What follows belongs to an exercise in optimizing a design on an open flow for small area, a short achievable clock period and few clock cycles; a production flow would make more cautious choices.
In this exercise RTL edits were held to simulation tests only and were not proved equivalent to the original.
Power and IR drop assume default switching activity.

==> flow/design.v (excerpt) <==
module signed_int_to_decimal_ascii_top #(
  parameter int unsigned VALUE_BITS = sitda_pkg::VALUE_BITS_DEF
) (
  input  logic                         clk_i,
  input  logic                         rst_ni,
  input  logic                         in_valid_i,
  output logic                         in_ready_o,
  input  logic signed [VALUE_BITS-1:0] value_i,
  output logic                         out_valid_o,
  input  logic                         out_ready_i,
  output logic [sitda_pkg::CHAR_W-1:0] char_code_o,
  output logic                         last_char_o
);
Size in the first run: about 120 flip-flops, roughly 47 I/O pins.
==> flow/config.mk <==
export PLATFORM = sky130hd
export DESIGN_NAME = signed_int_to_decimal_ascii_top
export DESIGN_NICKNAME = signed_int_to_decimal_ascii_top
export VERILOG_FILES = /design/flow/design.v
export SDC_FILE = /design/flow/constraint.sdc
export NUM_CORES = 4
export LEC_CHECK = 0
export ABC_AREA = 1
export CAP_MARGIN = 20
export CORE_MARGIN = 2
export CORE_UTILIZATION = 40
export CTS_BUF_LIST = sky130_fd_sc_hd__clkbuf_4 sky130_fd_sc_hd__clkbuf_8
export CTS_CLUSTER_SIZE = 40
export SETUP_SLACK_MARGIN = 2.0
export SLEW_MARGIN = 20
==> flow/constraint.sdc <==
create_clock -name core_clock -period 4.5 [get_ports {clk_i}]
set_input_delay 0.9000 -clock core_clock [delete_from_list [all_inputs] [get_ports {clk_i}]]
set_output_delay 0.9000 -clock core_clock [all_outputs]
set_load 0.01 [all_outputs]
standard.sh (not shown) runs the stock make flow with config.mk's settings and CLKGATE_MAP_FILE= SYNTH_SCRIPT=/design/flow/synth_recipe.tcl, a recipe that flattens the netlist after the stock synthesis.
==> flow/flow/run.sh <==
#!/bin/bash
# The standard layout, with buf_1 cells as the port buffers instead of the default choice.
# Each step's full output goes to a log file of its own in this folder.
set -euo pipefail
bash standard.sh synth > synth.log 2>&1
bash standard.sh "BUFFER_PORTS_ARGS=-buffer_cell sky130_fd_sc_hd__buf_1" finish > layout.log 2>&1
The baseline completed with no timing, DRC or antenna violations.
Testbench counts at the start, summed over its fixed seeds: cycles 75,110.
Next try:
- CORE_UTILIZATION: 40 -> 55
- CTS_CLUSTER_SIZE: 40 -> default
Outcome:
- sequential share of layout area barely changes
- worst setup slack hardly moves
- count of clock-buffer cells in the layout came out higher by 2
- die area went down by 27%
- power grows by 0.75%
- global-route usage rose by 6.7 points
- fmax hardly moves
- core utilization climbs by 16 points

* * *

Starting RTL as in the previous note.
// signed_int_to_decimal_ascii_top
module signed_int_to_decimal_ascii_top #(
  parameter int unsigned VALUE_BITS = sitda_pkg::VALUE_BITS_DEF
) (
  input  logic                         clk_i,
  input  logic                         rst_ni,
  input  logic                         in_valid_i,
  output logic                         in_ready_o,
  input  logic signed [VALUE_BITS-1:0] value_i,
  output logic                         out_valid_o,
  input  logic                         out_ready_i,
  output logic [sitda_pkg::CHAR_W-1:0] char_code_o,
  output logic                         last_char_o
);
  localparam int unsigned BcdW = sitda_pkg::BCD_W;
  localparam int unsigned PartW = 33;
  typedef struct packed {
    logic [3:0] n;
    logic       first;
    logic       last;
    logic       neg;
  } nib_t;
  typedef struct packed {
    logic       minus;
    logic [3:0] dig;
    logic       last;
  } och_t;
  logic            f_act_q;   
  logic [7:0]      fptr_q;    
  logic            h_v_q;     
  nib_t            h_q;
  logic            t_v_q;     
  nib_t            t_q;
  logic            cneg_q;    
  logic            czero_q;   
  logic            esingle_q;  
  logic            elast_q;   
  logic [PartW-1:0] bcd_q;
  ...
export LEC_CHECK = 0
export ABC_AREA = 1
export CAP_MARGIN = 10
export CORE_MARGIN = 2
export CORE_UTILIZATION = 40
export CTS_BUF_LIST = sky130_fd_sc_hd__clkbuf_4 sky130_fd_sc_hd__clkbuf_8
export SETUP_SLACK_MARGIN = 2.0
export SLEW_MARGIN = 10
create_clock -name core_clock -period 4.5 [get_ports {clk_i}]
Scripts as last shown in full above: flow/flow/run.sh
The starting point finished with timing, DRC and antenna clean.
Testbench counts at the start, summed over its fixed seeds: cycles 75,110.
Rerun with:
==> flow/run.sh (new file) <==
#!/bin/bash
# synth_recipe.tcl (not shown) runs the flow's synth.tcl, then flattens the netlist and writes it again
# the make line also repeats each setting of config.mk as NAME=value (left out here)
make -C /OpenROAD-flow-scripts/flow DESIGN_CONFIG=/design/flow/config.mk WORK_HOME=/design/flow/orfs CLKGATE_MAP_FILE= SYNTH_SCRIPT=/design/flow/synth_recipe.tcl finish
--- a/flow/config.mk
+++ b/flow/config.mk
@@ -7,8 +7,7 @@
 export LEC_CHECK = 0
 export ABC_AREA = 1
-export CAP_MARGIN = 10
+export CAP_MARGIN = 20
 export CORE_MARGIN = 2
 export CORE_UTILIZATION = 40
-export CTS_BUF_LIST = sky130_fd_sc_hd__clkbuf_4 sky130_fd_sc_hd__clkbuf_8
 export SETUP_SLACK_MARGIN = 2.0
-export SLEW_MARGIN = 10
+export SLEW_MARGIN = 20
removed: flow/flow/run.sh
removed: flow/standard.sh
Sequential power stays flat.
Non-clock buffer count climbs by 6.
Flip-flop and latch count stays the same.
Synthesized area does not change.
Utilization climbs by 2.9 points.
Cell area climbs by 6.3%.

-- port drivers added, routing unchanged --
How much do the figures lean on ideal ports? The routed layouts below were timed once more, with nothing changed but the port constraints.
Step 1: set_driving_cell puts a clkbuf_16 on clk_i and a buf_2 on each other input, an assumption about the parent block.
Step 2 adds t to the input delays and takes it off the output delays; t is the mean of the earliest and latest rising clock arrival at the registers after step 1. Input paths then give back, and output paths get back, about the clock's delay inside the block.
Three values: ideal ports, drivers, drivers and shift; two values: the first two.
run | t, ns | setup WS [ns] | slew at the worst register clock pin (ns) | pins driven straight from the clock port
the first run of note 1 | 0.480 | 2.072 / 2.033 / 1.655 | 0.08 / 0.08 | 1
the second run of note 1 | 0.481 | 2.072 / 2.033 / 1.766 | 0.08 / 0.08 | 1
the first run of note 2 | 0.479 | 2.073 / 2.034 / 1.656 | 0.08 / 0.08 | 1
the second run of note 2 | 0.460 | 2.080 / 2.034 / 1.665 | 0.06 / 0.06 | 1
After both steps setup and hold are still met in every run listed.
